What follows belongs to an exercise in optimizing a design on an open flow for small area, a short achievable clock period and few clock cycles per item; a production flow would make more cautious choices.
At most, simulation tests tie the RTL to the original design; equivalence was not proved.
Only the layout flow was run in run 3; the RTL was not checked for function there.
Power figures rest on the tool's default switching activity, not on a simulated workload.

==> flow/design.v (outline; a module is shown in full before it is edited, if it fits) <==
// module boothRows: 317 lines
// module csaAcc: 208 lines
// module peTop: 327 lines
module peTop (
	input wire clk,
	input wire rstN,
	input wire cmdValid,
	input wire [2:0] cmdOp,
	input wire [16-1:0] cmdData,
	output logic cmdReady,
	output logic outValid,
	output logic [16-1:0] outData,
	input wire outReady
);
  // ...
==> flow/flow/run.sh <==
#!/bin/bash
set -euo pipefail
MARGIN=$(cat flow/margin.txt)
bash standard.sh synth > synth.log 2>&1
bash standard.sh SETUP_SLACK_MARGIN="$MARGIN" finish > layout.log 2>&1
==> flow/flow/margin.txt <==
5.8
==> flow/standard.sh <==
#!/bin/bash
# synth_recipe.tcl (not shown) runs the flow's synth.tcl, then flattens the netlist and writes it again
# the make line also repeats each setting of config.mk as NAME=value (left out here)
make -C /OpenROAD-flow-scripts/flow DESIGN_CONFIG=/design/flow/config.mk WORK_HOME=/design/flow/orfs CLKGATE_MAP_FILE= SYNTH_SCRIPT=/design/flow/synth_recipe.tcl "${@:-finish}"
==> flow/config.mk <==
export PLATFORM = sky130hd
export DESIGN_NAME = peTop
export DESIGN_NICKNAME = peTop
export VERILOG_FILES = /design/flow/design.v
export SDC_FILE = /design/flow/constraint.sdc
export NUM_CORES = 4
export LEC_CHECK = 0
export CAP_MARGIN = 20
export CORE_MARGIN = 2
export CORE_UTILIZATION = 40
export CTS_BUF_LIST = sky130_fd_sc_hd__clkbuf_4 sky130_fd_sc_hd__clkbuf_8
export SLEW_MARGIN = 20
==> flow/constraint.sdc <==
create_clock -name core_clock -period 9.0 [get_ports {clk}]
set_input_delay 1.8000 -clock core_clock [delete_from_list [all_inputs] [get_ports {clk}]]
set_output_delay 1.8000 -clock core_clock [all_outputs]
set_load 0.01 [all_outputs]
==> qor.yml, run 1 <==
synth_compound_area_frac: 0.0830
cp_slowest_cell: "edfxtp_1"
inverters_excl_clock: 271
clockBufferCount: 170
multi_input_area_sq_um: 14200
grt_util_met3: 0.0305
top_power_group: "combinational cells"
drive_above_1_share: 0.170
largest_register_ffs: 256
power_density_nw_per_um2: 417
cts_setup_buffers: 7
rrSetupSlack_ns: 5.93
rr_startpoint: "rem[1]"
synth-seq-area-share: 0.543
pin_count: 41
synth_xor_area_frac: 0.0590
timing.final.crit_share: 0.367
fillCellCount: 7612
r2r-end: "rem[14]"
dpl-instance-area_sq_um: 35800
fin_hold_ws_ns: 0.380
finalCriticalPeriod_ns: 3.30
p_leak_uw: 0.0145
fmax_mhz: 303
cp.buffers_inverters: 3
synth_cell_type_count: 90
status: "complete, no violations"
powerClk_uw: 2870
cp_top_family: "flip-flops"
initial_utilization: 0.403
yosysMostFrequentCell: "edfxtp_1"
end_kind: "output port"
final_cell_mix: "edfxtp_1 (460), inv_1 (267), nand2_1 (175)"
dp_cells: 3682
clock_sinks: 687
top_layer: "met4"
seq_cells: 687
nonClockBufferCount: 104
hold_depth: 0
cts_made_buffers: 113
grt_busiest_layer: "met2"
gp_congestion: 0.927
syn_area_per_cell_sq_um: 13.1
ys_async_sr_fraction: 0.0757
synth_top_family_by_area: "adder cells"
Testbench counts, summed over its fixed seeds: cycles 7,708, results 384.
==> run 2, diff against run 1 <==
--- a/flow/config.mk
+++ b/flow/config.mk
@@ -8,5 +8,4 @@
 export CAP_MARGIN = 20
 export CORE_MARGIN = 2
 export CORE_UTILIZATION = 40
-export CTS_BUF_LIST = sky130_fd_sc_hd__clkbuf_4 sky130_fd_sc_hd__clkbuf_8
 export SLEW_MARGIN = 20
==> qor.yml, run 2 <==
status: "complete, no violations"  # unchanged
syn_area_per_cell_sq_um: 13.1  # unchanged
cp.depth: 1  # was 3
grt_overflow_total: 0  # unchanged
drc: 0  # unchanged
ys.flop_type: "edfxtp_1"  # unchanged
maxCapViolCount: 0  # unchanged
finalCriticalPeriod_ns: 3.15  # was 3.30 ns
cp.required_ns: 7.20  # about the same
antenna_found_initial: 0  # was 1
report.final.setup_viol: 0  # unchanged
grt_pass1_vias: 21300  # was 21500
fmax_mhz: 317  # was 303 MHz
drt-initial-drc-count: 1891  # was 1727
top_layer: "met4"  # unchanged
grt_start_max_net_pins: 69  # unchanged
cts.htree.levels: 3  # unchanged
worst_slew_pin_slew_ns: 1.12  # was 1.14 ns
clock_sinks: 687  # unchanged
drv_slew: 0  # unchanged
routed-wl-met2_um: 41400  # was 41700 um
ctsRootBufferMaster: "clkbuf_16"  # was clkbuf_8
drive_above_1_share: 0.135  # was 0.170
multi_input_area_sq_um: 14200  # about the same
die_x_um: 297  # unchanged
yosysMostFrequentCell: "edfxtp_1"  # unchanged
p_leak_uw: 0.0144  # was 0.0145 uW
fillCellCount: 7587  # was 7612
yosysWarnings: 1  # unchanged
ant_nets: 0  # unchanged
cp.buffers_inverters: 1  # was 3
fin_worst_skew_ns: 0.0322  # was 0.0748 ns
clock_latency_ns: 0.63  # was 0.77 ns
cts.hold.buffers_added: 0  # unchanged
synth_area_sq_um: 34300  # unchanged
worstPathArrival_ns: 1.35  # was 1.50 ns
pin_count: 41  # unchanged
wire_per_inst_um: 21.7  # was 21.4 um
hpwl_um: 54100  # unchanged
final_common_cell: "edfxtp_1"  # unchanged
largest_register: "wmem"  # unchanged
cts_tree: "built"  # unchanged
ys_async_sr_fraction: 0.0757  # unchanged
dieArea_sq_um: 88100  # unchanged
area.sequential_sq_um: 18600  # unchanged
ir_drop_v: 0.000199  # was 0.000192 V
initial_utilization: 0.403  # unchanged
crit_type: "flop to output port"  # unchanged
synth-edff-count: 460  # unchanged
reg.largest.list: "wmem: 256 flops, bmem: 128 flops, accC: 32 flops"  # unchanged
power_uw: 16300  # was 16100 uW
cts_made_buffers: 76  # was 113
crit_chain: "clkdlybuf4s15_2"  # was buf_6, buf_6, buf_6
largest_register_ffs: 256  # unchanged
cpPeakStageDelay_ns: 0.51  # was 0.41 ns
met3_length_um: 4430  # was 4580 um
drt-vias-per-instance: 5.40  # was 5.34
syn2layout_area_growth_pct: 12.6  # was 12.8%
num_vias: 20700  # was 20900
clockBufferDepth: 3  # unchanged
synthCells: 2611  # unchanged
ff2ff_path_depth: 12  # was 11
synth_top_area_share: 0.403  # unchanged
cp_top_family: "flip-flops"  # unchanged
fp.dieH_um: 297  # unchanged
relSlewSlack: 0.252  # was 0.238
cp_slowest_cell: "dfstp_2"  # was edfxtp_1
rsz0062_at_grt: "yes"  # unchanged
cp-start-kind: "flop"  # unchanged
fin_nets: 2902  # was 2941
grt_pass1_wl_um: 128000  # was 129000 um
path_max_fanout: 1  # was 2
path_clk_slew_ns: 0.06  # about the same
hold_viol_final: 0  # unchanged
final_cell_mix: "edfxtp_1 (460), inv_1 (266), nand2_1 (175)"  # was edfxtp_1 (460), inv_1 (267), nand2_1 (175)
timing.final.crit_share: 0.350  # was 0.367
antenna_cells: 0  # was 1
yosys-top-cells-area: "edfxtp_1 (40%), dfxtp_1 (10%), fa_1 (8.5%)"  # unchanged
dr.pass1.iters: 6  # was 5
gp_congestion: 0.927  # unchanged
hold_depth: 0  # unchanged
synthesis.nets: 2875  # unchanged
met1Wirelength_um: 34700  # about the same
yosysTopAreaCell: "edfxtp_1"  # unchanged
synth_cell_type_count: 90  # unchanged
grt.total_usage: 0.187  # was 0.188
end_kind: "output port"  # unchanged
synth-seq-area-share: 0.543  # unchanged
core-area_sq_um: 85000  # unchanged
synth_common_cells: "edfxtp_1 (460), inv_1 (267), nand2_1 (179)"  # unchanged
worstHoldPathType: "flop to flop"  # unchanged
io_buffers: 40  # unchanged
ys_ff_latch: 687  # unchanged
power_density_nw_per_um2: 421  # was 417 nW/um^2
placementRows: 107  # unchanged
wl_um: 83300  # was 83700 um
finalSetupTns_ns: 0  # unchanged
==> run 2: cell type report <==
cell class                 count  share of cell area
clock buffer                 107              0.0539
clock inverter                33             0.00833
inverter                     271              0.0263
multi-input combinational   1500               0.367
sequential                   687               0.483
tap                         1144              0.0371
timing repair buffer         102              0.0246
==> run 2: repair_timing <==
item	CTS	global route
pin swaps	1	6
endpoints found under the setup margin	150	101
gates cloned	1	4
resized for setup	62	20
setup buffers	5	11
==> run 2: final timing paths <==
| path | from | end | slack, ns |
|---|---|---|---|
| setup reg to reg | accS[1] | dvs[15] | 5.93 |
| max in group asynchronous | rstN | wRd[0] | 7.18 |
| min in group asynchronous | rstN | bWr[1] | 1.29 |
| setup / recovery | rdyQ | cmdReady | 5.85 |
| hold reg to reg | act2 | act3 | 0.39 |
| hold / removal | act2 | act3 | 0.39 |
==> run 2: cells by family after synthesis <==
family / count (synthesis) / share of synthesized area
other cells: 1 / 0.000109
xor+xnor: 230 / 0.0590
fa+ha+maj: 241 / 0.120
buf+inv: 425 / 0.0487
compound gates: 426 / 0.0830
flops: 687 / 0.543
simple gates: 454 / 0.0624
mux: 147 / 0.0844
==> run 2: through the flow <==
| step | util | setup slack, ns | std cells | area, sq um | hold WS (ns) |
|---|---|---|---|---|---|
| after CTS | 0.451 | 5.81 | 3828 | 38300 | 0.383 |
| after global placement | 0.421 | 5.09 | 3682 | 35800 | 0.374 |
| final | 0.454 | 5.85 | 3844 | 38600 | 0.388 |
| after global routing | 0.454 | 5.77 | 3844 | 38600 | 0.403 |
| after detailed placement | 0.421 | 4.96 | 3682 | 35800 | 0.373 |
| after floorplan | - | 5.87 | 2611 | 34300 | 0.329 |
==> run 2: routing by layer <==
metal / global-route usage / vias to the layer above
met5: 0 / -
met4: 0.0656 / 0
met3: 0.0318 / 175
met2: 0.316 / 642
met1: 0.243 / 10600
li1: - / 9314
==> run 2: where the power goes <==
part           total, uW  internal (uW)  switching, uW
clock               2980           1690           1290
combinational       7680           3370           4310
sequential          5600           4470           1140
==> module peTop, before the edit <==
module peTop (
	input wire clk,
	input wire rstN,
	input wire cmdValid,
	input wire [2:0] cmdOp,
	input wire [16-1:0] cmdData,
	output logic cmdReady,
	output logic outValid,
	output logic [16-1:0] outData,
	input wire outReady
);
	localparam logic [2:0] MA = 3'd0;
	localparam logic [2:0] MAB = 3'd1;
	localparam logic [2:0] BIAS = 3'd2;
	localparam logic [2:0] ACT = 3'd3;
	localparam logic [2:0] ACTCLR = 3'd4;
	localparam logic [2:0] LOAD = 3'd5;
	logic stall;
	logic v1;
	logic [2:0] op1;
	logic [15:0] d1;
	logic [15:0] wmem [16];
	logic [3:0] wRd;
	logic [3:0] wWr;
	logic wFull;
	logic [15:0] bmem [8];
	logic [2:0] bRd;
	logic [2:0] bWr;
	logic [3:0] bCnt;
	logic headIsR;
	logic rValid;
	logic [7:0] rQ;
	logic rNeg;
	logic act2;
	logic clr2;
	logic [15:0] a2;
	logic [7:0] bNeg2;
	logic [7:0] bOne2;
	logic [7:0] bTwo2;
	logic act3;
	logic clr3;
	logic [31:0] row0;
	logic [31:0] row1;
	logic [31:0] row2;
	logic [31:0] accS;
	logic [31:0] accC;
	logic accZ;
	logic outVal;
	logic outValidQ;
	assign outValid = outValidQ;
	logic [7:0] outLo;
	logic outHi;
	assign outData = {{8{outHi}}, outLo};
	logic busy;
	logic [3:0] cnt;
	logic dNeg;
	logic dClr;
	logic [15:0] rem;
	logic [15:0] dvs;
	logic [7:0] quo;
	wire go1 = v1 && !stall;
	wire isMA1 = (op1 == MA);
	wire isMAB1 = (op1 == MAB);
	wire isBIAS1 = (op1 == BIAS);
	wire isCLR1 = (op1 == ACTCLR);
	wire isLOAD1 = (op1 == LOAD);
	wire isAct1 = (op1 == ACT) || (op1 == ACTCLR);
	wire isMac1 = isMA1 || isMAB1 || isBIAS1;
	wire wLoad = go1 && isLOAD1 && !wFull;
	wire wAdv = go1 && isMac1;
	wire [3:0] wWrNext = wWr + 4'd1;
	always_ff @(posedge clk)
	begin
		if (wLoad)
			wmem[wWr] <= d1;
	end
	always_ff @(posedge clk or negedge rstN)
	begin
		if (!rstN)
		begin
			wRd <= '0;
			wWr <= '0;
			wFull <= 1'b0;
		end
		else
		begin
			if (wLoad)
				wWr <= wWrNext;
			if (wAdv)
			begin
				wRd <= wRd + 4'd1;
				wFull <= 1'b0;
			end
			else if (wLoad && (wWrNext == wRd))
				wFull <= 1'b1;
		end
	end
	wire bEmpty = (bCnt == 4'd0);
	wire bFull = bCnt[3];
	wire bPush = go1 && (isMA1 || isMAB1) && !bFull;
	wire bPop = go1 && isMAB1 && !bEmpty;
	wire bFlush = go1 && isCLR1;
	always_ff @(posedge clk)
	begin
		if (bPush)
			bmem[bWr] <= d1;
	end
	wire outFree = !outVal || outReady;
	wire lastStep = busy && (cnt == 4'd8);
	wire waitOut = busy && (cnt == 4'd9);
	wire divFinish = waitOut && outFree;
	logic capPend;
	logic capClr;
	wire capReq = act3 || capPend;
	wire capNow = capReq && (!busy || (waitOut && !outVal));
	wire capPendN = capReq && !capNow;
	logic busyN;
	logic [3:0] cntN;
	always_comb
	begin
		busyN = busy;
		cntN = cnt;
		if (capNow)
		begin
			busyN = 1'b1;
			cntN = '0;
		end
		else if (busy)
		begin
			if (divFinish)
				busyN = 1'b0;
			if (!waitOut)
				cntN = cnt + 4'd1;
		end
	end
	wire outValidN = divFinish || (outVal && !outReady);
	wire rDone = lastStep && dClr;
	wire headIsRN = bFlush ? 1'b1 : (bPop ? 1'b0 : headIsR);
	wire rValidN = bFlush ? 1'b0 : (rDone ? 1'b1 : rValid);
	wire act2N = go1 && isAct1;
	wire sumWaitN = capPendN || act2N || act2;
	wire divSoonN = !busyN || (((cntN == 4'd7) || (cntN == 4'd8) || (cntN == 4'd9)) && !outValidN);
	wire actOkN = !sumWaitN;
	wire macOkN = !sumWaitN || divSoonN;
	wire pendRN = headIsRN && !rValidN;
	wire acceptNow = cmdValid && !stall;
	wire v1N = stall ? v1 : acceptNow;
	wire [2:0] op1N = stall ? op1 : cmdOp;
	wire stallN = v1N && (
		(((op1N == ACT) || (op1N == ACTCLR)) && !actOkN) ||
		(((op1N == MA) || (op1N == MAB) || (op1N == BIAS)) && !macOkN) ||
		(((op1N == MAB) || (op1N == ACTCLR)) && pendRN));
	logic rdyQ;
	assign cmdReady = rdyQ;
	always_ff @(posedge clk or negedge rstN)
	begin
		if (!rstN)
		begin
			stall <= 1'b0;
			rdyQ <= 1'b1;
			v1 <= 1'b0;
			bRd <= '0;
			bWr <= '0;
			bCnt <= '0;
			headIsR <= 1'b0;
			rValid <= 1'b0;
		end
		else
		begin
			stall <= stallN;
			rdyQ <= !stallN;
			v1 <= v1N;
			headIsR <= headIsRN;
			rValid <= rValidN;
			if (bFlush)
			begin
				bRd <= bWr;
				bWr <= bWr + 3'd1;
				bCnt <= 4'd1;
			end
			else
			begin
				if (bPush)
					bWr <= bWr + 3'd1;
				if (bPop)
					bRd <= bRd + 3'd1;
				bCnt <= bCnt + {3'd0, bPush} - {3'd0, bPop};
			end
		end
	end
	always_ff @(posedge clk)
	begin
		if (!stall)
		begin
			op1 <= cmdOp;
			d1 <= cmdData;
		end
	end
	wire [15:0] rVal = rNeg ? -{8'd0, rQ} : {8'd0, rQ};
	wire [15:0] head = headIsR ? rVal : bmem[bRd];
	wire [15:0] opA = !wAdv ? 16'd0 : (isMAB1 ? (bEmpty ? 16'd0 : head) : d1);
	wire [15:0] w = wmem[wRd];
	wire [16:0] wx = {w, 1'b0};
	logic [7:0] bNeg;
	logic [7:0] bOne;
	logic [7:0] bTwo;
	always_comb
	begin
		for (int j = 0; j < 8; j++)
		begin
			bNeg[j] = wx[2*j+2];
			bOne[j] = wx[2*j+1] ^ wx[2*j];
			bTwo[j] = (wx[2*j+2] && !wx[2*j+1] && !wx[2*j]) || (!wx[2*j+2] && wx[2*j+1] && wx[2*j]);
		end
	end
	wire [31:0] prodRow0;
	wire [31:0] prodRow1;
	wire [31:0] prodRow2;
	boothRows mulU (
		.a(a2), .bNeg(bNeg2), .bOne(bOne2), .bTwo(bTwo2),
		.row0(prodRow0), .row1(prodRow1), .row2(prodRow2)
	);
	wire [31:0] accSNext;
	wire [31:0] accCNext;
	csaAcc accU (
		.row0(row0), .row1(row1), .row2(row2),
		.sIn((capNow || accZ) ? 32'd0 : accS), .cIn((capNow || accZ) ? 32'd0 : accC),
		.sOut(accSNext), .cOut(accCNext)
	);
	always_ff @(posedge clk)
	begin
		accS <= accSNext;
		accC <= accCNext;
		bNeg2 <= bNeg;
		bOne2 <= bOne;
		bTwo2 <= bTwo;
		row0 <= prodRow0;
		row1 <= prodRow1;
		row2 <= prodRow2;
	end
	always_ff @(posedge clk or negedge rstN)
	begin
		if (!rstN)
		begin
			act2 <= 1'b0;
			clr2 <= 1'b0;
			act3 <= 1'b0;
			clr3 <= 1'b0;
			a2 <= '0;
			accZ <= 1'b1;
			capPend <= 1'b0;
		end
		else
		begin
			act2 <= act2N;
			clr2 <= isCLR1;
			act3 <= act2;
			clr3 <= clr2;
			a2 <= opA;
			accZ <= 1'b0;
			capPend <= capPendN;
		end
	end
	wire [31:0] acc = accS + accC;
	wire ovf = !((&dvs[15:7]) || !(|dvs[15:7]));
	wire [15:0] xSat = ovf ? (dvs[15] ? 16'h8000 : 16'h7fff) : {dvs[7:0], rem[15:8]};
	wire xNeg = xSat[15];
	wire q7 = xNeg ? (!(&xSat[15:8]) || (xSat[7:0] == 8'd0)) : (|xSat[15:8]);
	wire [15:0] mag = rem + {15'd0, dNeg};
	wire [17:0] trial = {1'b0, rem, 1'b0} - {2'b0, dvs};
	wire qBit = !trial[17];
	wire [7:0] quoStep = {quo[6:0], qBit};
	wire [15:0] yFin = dNeg ? -{8'd0, quo} : {8'd0, quo};
	always_ff @(posedge clk)
	begin
		if (act3)
			capClr <= clr3;
		if (capNow)
		begin
			{dvs, rem} <= acc;
			dClr <= act3 ? clr3 : capClr;
		end
		else if (busy && (cnt == 4'd0))
		begin
			rem <= xSat ^ {16{xNeg}};
			dNeg <= xNeg;
			quo <= {7'd0, q7};
		end
		else if (busy && (cnt == 4'd1))
		begin
			rem <= quo[0] ? {mag[15:8] - 8'd1, mag[7:0]} : {mag[14:0], 1'b0};
			dvs <= mag + 16'd256;
		end
		else if (busy && !waitOut)
		begin
			rem <= qBit ? trial[15:0] : {rem[14:0], 1'b0};
			quo <= quoStep;
		end
		if (rDone)
		begin
			rQ <= quoStep;
			rNeg <= dNeg;
		end
		if (divFinish)
		begin
			outLo <= yFin[7:0];
			outHi <= yFin[15];
		end
	end
	always_ff @(posedge clk or negedge rstN)
	begin
		if (!rstN)
		begin
			busy <= 1'b0;
			cnt <= '0;
			outVal <= 1'b0;
			outValidQ <= 1'b0;
		end
		else
		begin
			busy <= busyN;
			cnt <= cntN;
			outVal <= outValidN;
			outValidQ <= outValidN;
		end
	end
endmodule
==> run 3, diff against run 2 <==
--- a/flow/design.v
+++ b/flow/design.v
@@ -638,11 +638,11 @@
 	wire outFree = !outVal || outReady;
 	wire lastStep = busy && (cnt == 4'd8);
 	wire waitOut = busy && (cnt == 4'd9);
-	wire divFinish = waitOut && outFree;
+	wire divFinish = (lastStep || waitOut) && outFree;
 	logic capPend;
 	logic capClr;
 	wire capReq = act3 || capPend;
-	wire capNow = capReq && (!busy || (waitOut && !outVal));
+	wire capNow = capReq && (!busy || ((lastStep || waitOut) && !outVal));
 	wire capPendN = capReq && !capNow;
 	logic busyN;
 	logic [3:0] cntN;
@@ -669,7 +669,7 @@
 	wire rValidN = bFlush ? 1'b0 : (rDone ? 1'b1 : rValid);
 	wire act2N = go1 && isAct1;
 	wire sumWaitN = capPendN || act2N || act2;
-	wire divSoonN = !busyN || (((cntN == 4'd7) || (cntN == 4'd8) || (cntN == 4'd9)) && !outValidN);
+	wire divSoonN = !busyN || (((cntN == 4'd6) || (cntN == 4'd7) || (cntN == 4'd8) || (cntN == 4'd9)) && !outValidN);
 	wire actOkN = !sumWaitN;
 	wire macOkN = !sumWaitN || divSoonN;
 	wire pendRN = headIsRN && !rValidN;
@@ -800,32 +800,38 @@
 	wire [17:0] trial = {1'b0, rem, 1'b0} - {2'b0, dvs};
 	wire qBit = !trial[17];
 	wire [7:0] quoStep = {quo[6:0], qBit};
-	wire [15:0] yFin = dNeg ? -{8'd0, quo} : {8'd0, quo};
+	wire [7:0] quoNeg = -quo;
+	wire [6:0] negQ = -quo[6:0];
+	wire [7:0] yLoWait = dNeg ? quoNeg : quo;
+	wire [7:0] yLoStep = !dNeg ? quoStep : (qBit ? {~quo[6:0], 1'b1} : {negQ, 1'b0});
+	wire [7:0] yLo = waitOut ? yLoWait : yLoStep;
+	wire yHi = dNeg && (waitOut ? (|quo) : ((|quo[6:0]) || qBit));
 	always_ff @(posedge clk)
 	begin
 		if (act3)
 			capClr <= clr3;
 		if (capNow)
+			rem <= acc[15:0];
+		else if (cnt == 4'd0)
+			rem <= xSat ^ {16{xNeg}};
+		else if (cnt == 4'd1)
+			rem <= quo[0] ? {mag[15:8] - 8'd1, mag[7:0]} : {mag[14:0], 1'b0};
+		else
+			rem <= qBit ? trial[15:0] : {rem[14:0], 1'b0};
+		if (capNow)
 		begin
-			{dvs, rem} <= acc;
+			dvs <= acc[31:16];
 			dClr <= act3 ? clr3 : capClr;
 		end
 		else if (busy && (cnt == 4'd0))
 		begin
-			rem <= xSat ^ {16{xNeg}};
 			dNeg <= xNeg;
 			quo <= {7'd0, q7};
 		end
 		else if (busy && (cnt == 4'd1))
-		begin
-			rem <= quo[0] ? {mag[15:8] - 8'd1, mag[7:0]} : {mag[14:0], 1'b0};
 			dvs <= mag + 16'd256;
-		end
 		else if (busy && !waitOut)
-		begin
-			rem <= qBit ? trial[15:0] : {rem[14:0], 1'b0};
 			quo <= quoStep;
-		end
 		if (rDone)
 		begin
 			rQ <= quoStep;
@@ -833,8 +839,8 @@
 		end
 		if (divFinish)
 		begin
-			outLo <= yFin[7:0];
-			outHi <= yFin[15];
+			outLo <= yLo;
+			outHi <= yHi;
 		end
 	end
 	always_ff @(posedge clk or negedge rstN)
==> qor.yml, run 3 <==
status: "complete, no violations"  # unchanged
antenna_found_initial: 0  # unchanged
crit_type: "flop to output port"  # unchanged
multi_input_area_sq_um: 14800  # was 14200 sq um
synth-edff-count: 444  # was 460
synthAdderAreaFrac: 0.118  # was 0.120
synth-seq-area-share: 0.532  # was 0.543
dpl_worst_slack_ns: 4.46  # was 4.96 ns
yosysTopAreaCell: "edfxtp_1"  # unchanged
worst_slack_ns: 5.73  # was 5.85 ns
final_common_cell: "edfxtp_1"  # unchanged
gp_congestion: 0.858  # was 0.927
rsz0062_at_grt: "yes"  # unchanged
synth_compound_area_frac: 0.0937  # was 0.0830
pin_count: 41  # unchanged
maxCapViolCount: 0  # unchanged
hpwl_um: 55900  # was 54100 um
fillCellCount: 7616  # was 7587
path_clk_slew_ns: 0.06  # about the same
fmax_mhz: 306  # was 317 MHz
cp.required_ns: 7.20  # about the same
clockBufferDepth: 3  # unchanged
clock_latency_ns: 0.64  # was 0.63 ns
syn_area_per_cell_sq_um: 13.0  # was 13.1 sq um
yosysWarnings: 1  # unchanged
synth_area_sq_um: 34700  # was 34300 sq um
final_cell_mix: "edfxtp_1 (444), inv_1 (265), dfxtp_1 (185)"  # was edfxtp_1 (460), inv_1 (266), nand2_1 (175)
finalSetupTns_ns: 0  # unchanged
cts_made_buffers: 75  # was 76
syn2layout_area_growth_pct: 13.3  # was 12.6%
synthesis.nets: 2943  # was 2875
power_density_nw_per_um2: 425  # was 421 nW/um^2
drc: 0  # unchanged
yosys.area_share.simple: 0.0691  # was 0.0624
synth_cell_type_count: 90  # unchanged
core-area_sq_um: 86300  # was 85000 sq um
report.final.setup_viol: 0  # unchanged
path_max_fanout: 3  # was 1
drt-initial-drc-count: 1611  # was 1891
cts.hold.buffers_added: 0  # unchanged
cts_tree: "built"  # unchanged
grt_overflow_total: 0  # unchanged
cp-start-kind: "flop"  # unchanged
finalCriticalPeriod_ns: 3.27  # was 3.15 ns
synth_top_area_share: 0.384  # was 0.403
ys_async_sr_fraction: 0.0757  # unchanged
reg.largest.list: "wmem: 256 flops, bmem: 128 flops, accC: 32 flops"  # unchanged
grt_pass1_wl_um: 131000  # was 128000 um
io_buffers: 40  # unchanged
grt.total_usage: 0.189  # was 0.187
fin_worst_skew_ns: 0.0557  # was 0.0322 ns
largest_register_ffs: 256  # unchanged
p_leak_uw: 0.0146  # was 0.0144 uW
synthCells: 2680  # was 2611
synth_top_family_by_area: "adder cells"  # unchanged
yosys-top-cells-area: "edfxtp_1 (38%), dfxtp_1 (11%), fa_1 (8.4%)"  # was edfxtp_1 (40%), dfxtp_1 (10%), fa_1 (8.5%)
synth_mux_area_frac: 0.0833  # was 0.0844
grt_pass1_vias: 22200  # was 21300
ys.flop_type: "edfxtp_1"  # unchanged
largest_register: "wmem"  # unchanged
timing.final.crit_share: 0.363  # was 0.350
ys_ff_latch: 687  # unchanged
drive_above_1_share: 0.139  # was 0.135
initial_utilization: 0.402  # was 0.403
area.sequential_sq_um: 18500  # was 18600 sq um
clock_sinks: 687  # unchanged
worst_slew_pin_slew_ns: 1.06  # was 1.12 ns
dr.pass1.iters: 5  # was 6
ant_nets: 0  # unchanged
antenna_cells: 0  # unchanged
drt-vias-per-instance: 5.42  # was 5.40
wire_per_inst_um: 21.4  # was 21.7 um
drv_slew: 0  # unchanged
hold_viol_final: 0  # unchanged
end_kind: "output port"  # unchanged
yosysMostFrequentCell: "edfxtp_1"  # unchanged
relSlewSlack: 0.295  # was 0.252
grt_start_max_net_pins: 69  # unchanged
ctsRootBufferMaster: "clkbuf_16"  # unchanged
synth_xor_area_frac: 0.0563  # was 0.0590
num_vias: 21300  # was 20700
wl_um: 83800  # was 83300 um
cts.htree.levels: 3  # unchanged
fp.dieH_um: 299  # was 297 um
worstHoldPathType: "flop to flop"  # unchanged
die_x_um: 299  # was 297 um
placementRows: 108  # was 107
ir_drop_v: 0.000193  # was 0.000199 V
worstPathArrival_ns: 1.47  # was 1.35 ns
fin_nets: 2972  # was 2902
dieArea_sq_um: 89200  # was 88100 sq um
synth_common_cells: "edfxtp_1 (444), inv_1 (266), dfxtp_1 (191)"  # was edfxtp_1 (460), inv_1 (267), nand2_1 (179)
run 3: final timing paths:
| check | start | to | slack (ns) | cells past startpoint |
|---|---|---|---|---|
| worst max-delay path | outHi | outData[11] | 5.73 | 2 |
| worst min-delay path | clr2 | clr3 | 0.37 | 0 |
| worst max register to register | cnt[1] | accC[11] | 5.88 | 14 |
| worst min register to register | clr2 | clr3 | 0.37 | 0 |
| max in group asynchronous | rstN | wRd[0] | 7.13 | 2 |
| min in group asynchronous | rstN | bWr[2] | 1.30 | 2 |
run 3: cell families after synthesis:
kind of cell | count (synthesis)
flops | 687
simple gates | 481
compound gates | 479
buf+inv | 426
fa+ha+maj | 240
xor+xnor | 219
mux | 147
other cells | 1
run 3: where the power goes:
part           internal [uW]  leakage (uW)  switching, uW
logic                   3520       0.00712           4530
registers               4420       0.00630           1150
clock network           1780       0.00122           1310
total                   9710        0.0146           6990
run 3: layer usage:
layer  track usage  routed length [um]  up-vias
met5             0                   0        -
met4        0.0621                2260        0
met3        0.0324                4920      128
met2         0.305               39800      663
met1         0.260               36800    10800
li1              -                   -     9665
run 3: stage by stage:
stage | hold slack [ns] | area, sq um | cells | util | power (uW)
after floorplan | 0.329 | 34700 | 2680 | - | 11000
after global placement | 0.339 | 36300 | 3757 | 0.420 | 13200
after detailed placement | 0.339 | 36300 | 3757 | 0.420 | 13500
after CTS | 0.366 | 39100 | 3914 | 0.453 | 16700
after global routing | 0.371 | 39300 | 3925 | 0.456 | 18100
final | 0.366 | 39300 | 3925 | 0.456 | 16700
run 3: cell type report:
| cell class | count | share of cell area |
|---|---|---|
| clock buffer | 97 | 0.0519 |
| clock inverter | 41 | 0.0122 |
| inverter | 269 | 0.0259 |
| multi-input combinational | 1571 | 0.376 |
| sequential | 687 | 0.470 |
| tap | 1155 | 0.0367 |
| timing repair buffer | 105 | 0.0272 |
run 3: worst max-delay path: stages, from the launching register on:
cell           delay, ns
edfxtp_1            0.42
buf_4               0.16
dlygate4sd2_1       0.27
run 3: repair_timing:
item                                    4_1_cts  5_1_grt
endpoints found under the setup margin      508       73
setup buffers                                13        6
resized for setup                            54       29
endpoints found under the hold margin         0        0
pin swaps                                     6        4
gates cloned                                  6        2

## re-timing with driven ports
No port has a modelled driver above. Below, the same layouts with a new extraction and two added sets of constraints. Step 1, drivers: a clkbuf_16 drives clk and a buf_2 each remaining input, both assumed. Step 2, shift: input delay + t, output delay - t, t = (earliest + latest rising clock arrival at the registers) / 2. This alone moves slack from input paths to output paths. a / b / c = ideal ports / drivers / drivers and shift; a / b = the first two.
run | shift t [ns] | setup slack, ns | worst hold slack (ns) | clock arrival spread, ns | worst slew at a driven data input, ns
run 1 | 0.785 | 5.701 / 5.644 / 5.405 | 0.380 / 0.380 / 0.380 | 0.079 / 0.079 | 0.04
run 2 | 0.687 | 5.850 / 5.786 / 5.445 | 0.388 / 0.388 / 0.388 | 0.047 / 0.048 | 0.04
run 3 | 0.679 | 5.733 / 5.670 / 5.386 | 0.366 / 0.366 / 0.366 | 0.063 / 0.062 | 0.04
After both steps setup and hold are still met in every run listed. The setup slack of run 2, which loses most, moves by -0.064 ns with the drivers and by -0.405 ns with both steps.
